Context: an optimization exercise on an open-source flow, tuned for small area and a short achievable clock period. The choices shown serve that exercise and are no tape-out recipe. RTL that was checked went through simulation tests only; none was proved equivalent to the original. No activity file was given, so power comes from the tool's default toggle rates.

// chunk_fifo
module chunk_fifo #(
   parameter int DEPTH = 8,
   parameter int DW    = 256
) (
   input  logic          clk,
   input  logic          reset,
   input  logic          bus_val,
   input  logic          bus_sop,
   input  logic          bus_eop,
   input  logic [5:0]    bus_vbc,
   input  logic [DW-1:0] bus_data,
   output logic          bus_ready,
   output logic          bus_o_val,
   output logic          bus_o_sop,
   output logic          bus_o_eop,
   output logic [5:0]    bus_o_vbc,
   output logic [DW-1:0] bus_o_data,
   input  logic          bus_o_ready,
   output logic          idle,
   output logic          err,
   output logic [15:0]   pkt_cnt
);
   localparam int MD = DEPTH - 1;           
   localparam int EW = DW + 8;
   localparam logic S_IDLE   = 1'b0;
   localparam logic S_IN_PKT = 1'b1;
   logic [MD-1:0][EW-1:0] mem_q;
   logic [EW-1:0]         head_q, head_d, wr_entry;
   logic [MD-1:0]         wr_oh_q, wr_oh_d;       
   logic [MD-1:0]         rd_oh_q, rd_oh_d;       
   logic [MD-1:0]         mem_we_q, mem_we_d;     
   logic [MD-1:0]         mcnt_q, mcnt_d;         
   logic                  valid_q, valid_d;       
   logic                  ready_q, ready_d;
   logic                  wr_idle_q, wr_idle_d;   
   logic                  wr_inpkt_q, wr_inpkt_d; 
  ...
==> flow/config.mk <==
export PLATFORM = sky130hd
export DESIGN_NAME = chunk_fifo
export DESIGN_NICKNAME = chunk_fifo
export VERILOG_FILES = /design/flow/design.v
export SDC_FILE = /design/flow/constraint.sdc
export NUM_CORES = 4
export LEC_CHECK = 0
export CAP_MARGIN = 20
export CORE_MARGIN = 2
export CORE_UTILIZATION = 60
export SETUP_SLACK_MARGIN = 2.2
export SLEW_MARGIN = 20
export SYNTH_HIERARCHICAL = 1
export SYNTH_MINIMUM_KEEP_SIZE = 0
==> flow/constraint.sdc <==
create_clock -name core_clock -period 4.2 [get_ports {clk}]
set_input_delay 0.8400 -clock core_clock [delete_from_list [all_inputs] [get_ports {clk}]]
set_output_delay 0.8400 -clock core_clock [all_outputs]
set_load 0.01 [all_outputs]
standard.sh (not shown) runs the stock make flow with config.mk's settings and CLKGATE_MAP_FILE= SYNTH_SCRIPT=/design/flow/synth_recipe.tcl, a recipe that flattens the netlist after the stock synthesis.
==> flow/flow/run.sh <==
#!/bin/bash
# Standard ORFS layout (the standard.sh, unchanged synthesis), except that the port
# buffers are sky130_fd_sc_hd__buf_2 instead of the delay-cell buffer buffer_ports picks
# by default. Every make/OpenROAD/Yosys log stays under orfs/logs; make's own output goes
# to flow_make.log in this folder.
set -euo pipefail
bash standard.sh "BUFFER_PORTS_ARGS=-buffer_cell sky130_fd_sc_hd__buf_2" finish > flow_make.log 2>&1
Change:
==> flow/flow/run.sh (replaced) <==
#!/bin/bash
# Standard ORFS layout (the standard.sh, unchanged synthesis), except that the port
# buffers are sky130_fd_sc_hd__buf_1 instead of the delay-cell buffer buffer_ports picks
# by default. Every make/OpenROAD/Yosys log stays under orfs/logs; make's own output goes
# to flow_make.log in this folder.
set -euo pipefail
bash standard.sh "BUFFER_PORTS_ARGS=-buffer_cell sky130_fd_sc_hd__buf_1" finish > flow_make.log 2>&1
- CORE_UTILIZATION: 60 -> 65
- CTS_CLUSTER_DIAMETER: unset -> 150
- CTS_CLUSTER_SIZE: unset -> 30
- SETUP_SLACK_MARGIN: 2.2 -> 2.0
Outcome: Combinational power decreases by 14%; via count decreases by 3.3%; fmax increases by about 1%; area after synthesis does not change; die area decreases by 7.6%; final cell count decreases by about 7%; global-route usage increases by 1.2 points; wire length decreases by 3.8%.


chunk_fifo, a different RTL version from the one above (not shown whole).
Size: ~3900 cells after synthesis, ~2200 flip-flops.
clock: 4.2 ns
lec_check: 0
cap_margin: 20
core_margin: 2
core_utilization: 65
cts_cluster_diameter: 150
cts_cluster_size: 30
setup_slack_margin: 2.1
slew_margin: 20
synth_hierarchical: 1
synth_minimum_keep_size: 0
==> flow/flow/run.sh <==
#!/bin/bash
# Standard ORFS layout (the standard.sh, unchanged synthesis), except that the port
# buffers are sky130_fd_sc_hd__buf_1 instead of the delay-cell buffer buffer_ports picks
# by default. Every make/OpenROAD/Yosys log stays under orfs/logs; make's own output goes
# to flow_make.log in this folder.
set -euo pipefail
bash standard.sh "BUFFER_PORTS_ARGS=-buffer_cell sky130_fd_sc_hd__buf_1" finish > flow_make.log 2>&1
==> next run, changes <==
==> flow/flow/run.sh (replaced) <==
#!/bin/bash
# Standard ORFS layout (the standard.sh, unchanged synthesis), except that the port
# buffers are sky130_fd_sc_hd__buf_2 instead of the delay-cell buffer buffer_ports picks
# by default. Every make/OpenROAD/Yosys log stays under orfs/logs; make's own output goes
# to flow_make.log in this folder.
set -euo pipefail
bash standard.sh "BUFFER_PORTS_ARGS=-buffer_cell sky130_fd_sc_hd__buf_2" finish > flow_make.log 2>&1
Settings changed: CORE_UTILIZATION 65 to 60, SETUP_SLACK_MARGIN 2.1 to 2.25.
What happened: The changed run went through all stages and came out clean. Die area goes up by 8.2%. Fmax goes up by 2.8%. Count of clock-buffer cells in the layout goes up by 4. Utilization goes down by 2.2 points. Final area goes up by 5.0%. Critical path depth goes up by 8. Routed wire length goes up by 8.9%. Via count goes up by 2.7%. Sequential cell count is unchanged. Setup slack improves by 60 ps. Final cell count goes up by 3.3%.
==> next run, changes <==
Settings changed: SETUP_SLACK_MARGIN 2.25 to 2.0.
Effect: The new run went through all stages and came out clean; synthesized cell count does not change; worst setup slack loses 51 ps; hold slack is worse by 9.1 ps; final area came out lower by 5.1%; wire length decreases by 4.3%; fmax drops by 2.3%; power falls by 0.48%.
No run of this note included a check of the RTL's function; only the layout flow was run.


Setup of north:
chunk_fifo with an RTL version that a note above also has.
For scale: about 3600 cells after synthesis, ~2200 flip-flops, roughly 550 I/O pins, ~73000 um2 of cells after synthesis.
Settings: LEC_CHECK=0, CAP_MARGIN=20, CORE_MARGIN=2, CORE_UTILIZATION=70, CTS_CLUSTER_DIAMETER=150, CTS_CLUSTER_SIZE=30, SETUP_SLACK_MARGIN=2.0, SLEW_MARGIN=20, SYNTH_HIERARCHICAL=1, SYNTH_MINIMUM_KEEP_SIZE=0; clock period 4.2 ns.
==> flow/flow/run.sh <==
#!/bin/bash
# Standard ORFS layout (the standard.sh, unchanged synthesis), except that the port
# buffers are sky130_fd_sc_hd__buf_1 instead of the delay-cell buffer buffer_ports picks
# by default. Every make/OpenROAD/Yosys log stays under orfs/logs; make's own output goes
# to flow_make.log in this folder.
set -euo pipefail
bash standard.sh "BUFFER_PORTS_ARGS=-buffer_cell sky130_fd_sc_hd__buf_1" finish > flow_make.log 2>&1
[inputs] south vs north
- changing CORE_UTILIZATION from 70 to 60
==> flow/flow/run.sh <==
#!/bin/bash
# Standard ORFS layout (the standard.sh, unchanged synthesis), except that the port
# buffers are sky130_fd_sc_hd__buf_2 instead of the delay-cell buffer buffer_ports picks
# by default. Every make/OpenROAD/Yosys log stays under orfs/logs; make's own output goes
# to flow_make.log in this folder.
set -euo pipefail
bash standard.sh "BUFFER_PORTS_ARGS=-buffer_cell sky130_fd_sc_hd__buf_2" finish > flow_make.log 2>&1
### Flow results
In south the switching share of power turned out 0.27 points higher than in north. Setup WNS north -> south: better. Final critical-path share of the clock period, north and south: lower on south. Overall routing resource usage came out lower on south than on north. On worst vdd rail ir drop: south sits below north. Compared to north, south has time the final worst path needs with I/O delays and setup 0.042 ns lower.
Relative to south, the following input files were edited for east:
- setting TNS_END_PERCENT to 10 for the first time
- changing CORE_UTILIZATION from 60 to 65
==> flow/flow/run.sh <==
#!/bin/bash
# Standard ORFS layout (the standard.sh, unchanged synthesis), except that the port
# buffers are sky130_fd_sc_hd__buf_1 instead of the delay-cell buffer buffer_ports picks
# by default. Every make/OpenROAD/Yosys log stays under orfs/logs; make's own output goes
# to flow_make.log in this folder.
set -euo pipefail
bash standard.sh "BUFFER_PORTS_ARGS=-buffer_cell sky130_fd_sc_hd__buf_1" finish > flow_make.log 2>&1
## What came out
- Comparing south and east, the higher hold slack is on east.
- Total power: south vs east, no meaningful difference
- Per the comparison of east with south, synthesized cell count roughly the same; total number of placement rows decreased by 3.9% relative to the old numbers; number of inserted filler cells in the final layout decreased 1277.


Another version of the RTL of chunk_fifo (not shown whole).
Size in the first run: about 4000 cells after synthesis, about 75000 sq um of cells after synthesis.
make LEC_CHECK=0 CAP_MARGIN=20 CORE_MARGIN=2 CORE_UTILIZATION=60 SETUP_SLACK_MARGIN=2.0 SLEW_MARGIN=20 finish   # period 4.2 ns
run.sh (not shown) runs the stock make flow with config.mk's settings and CLKGATE_MAP_FILE= SYNTH_SCRIPT=/design/flow/synth_recipe.tcl, a recipe that flattens the netlist after the stock synthesis.
Stock flow here: none of the scripts above is used.
The starting point went through all stages and came out clean.
==> next run, changes <==
--- a/flow/config.mk
+++ b/flow/config.mk
@@ -8,5 +8,4 @@
 export CAP_MARGIN = 20
 export CORE_MARGIN = 2
-export CORE_UTILIZATION = 60
-export SETUP_SLACK_MARGIN = 2.0
+export CORE_UTILIZATION = 40
 export SLEW_MARGIN = 20
What happened: The new run passed the timing, DRC and antenna checks; clock power is about the same; global-route usage is lower by 9.4 points; critical path depth stays the same; register-to-register slack got worse by 810 ps; final cell count rose by roughly a tenth; synthesized area is unchanged; worst setup slack degrades by 1100 ps; combinational power rose by a few percent; sequential power stays flat; clock skew is higher by 23 ps; worst hold slack gets better by 250 ps.
==> next run, changes <==
==> flow/flow/run.sh (new file) <==
#!/bin/bash
# Standard ORFS layout (the standard.sh, unchanged synthesis), except that the port
# buffers are sky130_fd_sc_hd__buf_2 instead of the delay-cell buffer buffer_ports picks
# by default. Every make/OpenROAD/Yosys log stays under orfs/logs; make's own output goes
# to flow_make.log in this folder.
set -euo pipefail
bash standard.sh "BUFFER_PORTS_ARGS=-buffer_cell sky130_fd_sc_hd__buf_2" finish > flow_make.log 2>&1
==> flow/standard.sh (new file) <==
#!/bin/bash
# synth_recipe.tcl (not shown) runs the flow's synth.tcl, then flattens the netlist and writes it again
# the make line also repeats each setting of config.mk as NAME=value (left out here)
make -C /OpenROAD-flow-scripts/flow DESIGN_CONFIG=/design/flow/config.mk WORK_HOME=/design/flow/orfs CLKGATE_MAP_FILE= SYNTH_SCRIPT=/design/flow/synth_recipe.tcl "${@:-finish}"
--- a/flow/config.mk
+++ b/flow/config.mk
@@ -8,4 +8,5 @@
 export CAP_MARGIN = 20
 export CORE_MARGIN = 2
-export CORE_UTILIZATION = 40
+export CORE_UTILIZATION = 60
+export SETUP_SLACK_MARGIN = 2.0
 export SLEW_MARGIN = 20
removed: flow/run.sh
Outcome:
- via count drops by 1.2%
- synthesized cell count is unchanged
- cell count drops by 12%
- core utilization climbs by 22 points
- worst hold slack gets worse by 230 ps
- final area drops by 4.2%
- total power drops by 2.2%
- clock-buffer cell count does not change
- clock skew drops by 26 ps
- clock power drops by about 4%
Function was not checked in any run of this note: the RTL went through the layout flow alone.

[separate check: timing with driven ports]
How much do the figures lean on ideal ports? The routed layouts below were timed once more, with nothing changed but the port constraints. Step 1 assumes that a clkbuf_16 drives the clock port and a buf_2 every other input. Step 2 adds t to the input delays and takes it off the output delays; t is the mean of the earliest and latest rising clock arrival at the registers after step 1. Input paths then give back, and output paths get back, about the clock's delay inside the block. Three values: ideal ports, drivers, drivers and shift; two values: the first two.
| run | t (ns) | setup slack, ns | worst setup path at the end | worst register clock-pin slew, ns | pins driven straight from the clock port |
|---|---|---|---|---|---|
| the first run of note 1 | 0.893 | 2.008 / 1.925 / 1.323 | input to register | 0.06 / 0.06 | 1 |
| the second run of note 1 | 0.781 | 2.031 / 1.955 / 1.317 | input to register | 0.12 / 0.12 | 1 |
| the first run of note 2 | 0.782 | 2.007 / 1.930 / 1.345 | input to register | 0.11 / 0.11 | 1 |
| the second run of note 2 | 0.790 | 2.067 / 1.998 / 1.331 | input to register | 0.12 / 0.12 | 1 |
| the third run of note 2 | 0.788 | 2.016 / 1.937 / 1.265 | input to register | 0.12 / 0.12 | 1 |
| north | 0.770 | 1.982 / 1.952 / 1.272 | input to register | 0.12 / 0.12 | 1 |
| south | 0.782 | 2.025 / 1.943 / 1.315 | input to register | 0.12 / 0.12 | 1 |
| east | 0.780 | 1.914 / 1.838 / 1.258 | input to register | 0.12 / 0.12 | 1 |
| the first run of note 4 | 0.895 | 2.012 / 1.941 / 1.144 | input to register | 0.07 / 0.07 | 1 |
| the second run of note 4 | 0.922 | 0.879 / 0.937 / 0.014 | input to register | 0.07 / 0.07 | 1 |
| the third run of note 4 | 0.883 | 1.982 / 1.945 / 1.102 | input to register | 0.07 / 0.07 | 1 |
After both steps every run listed still meets setup and hold. The setup slack of the third run of note 4, which loses most, moves by -0.037 ns with the drivers and by -0.880 ns with both steps.
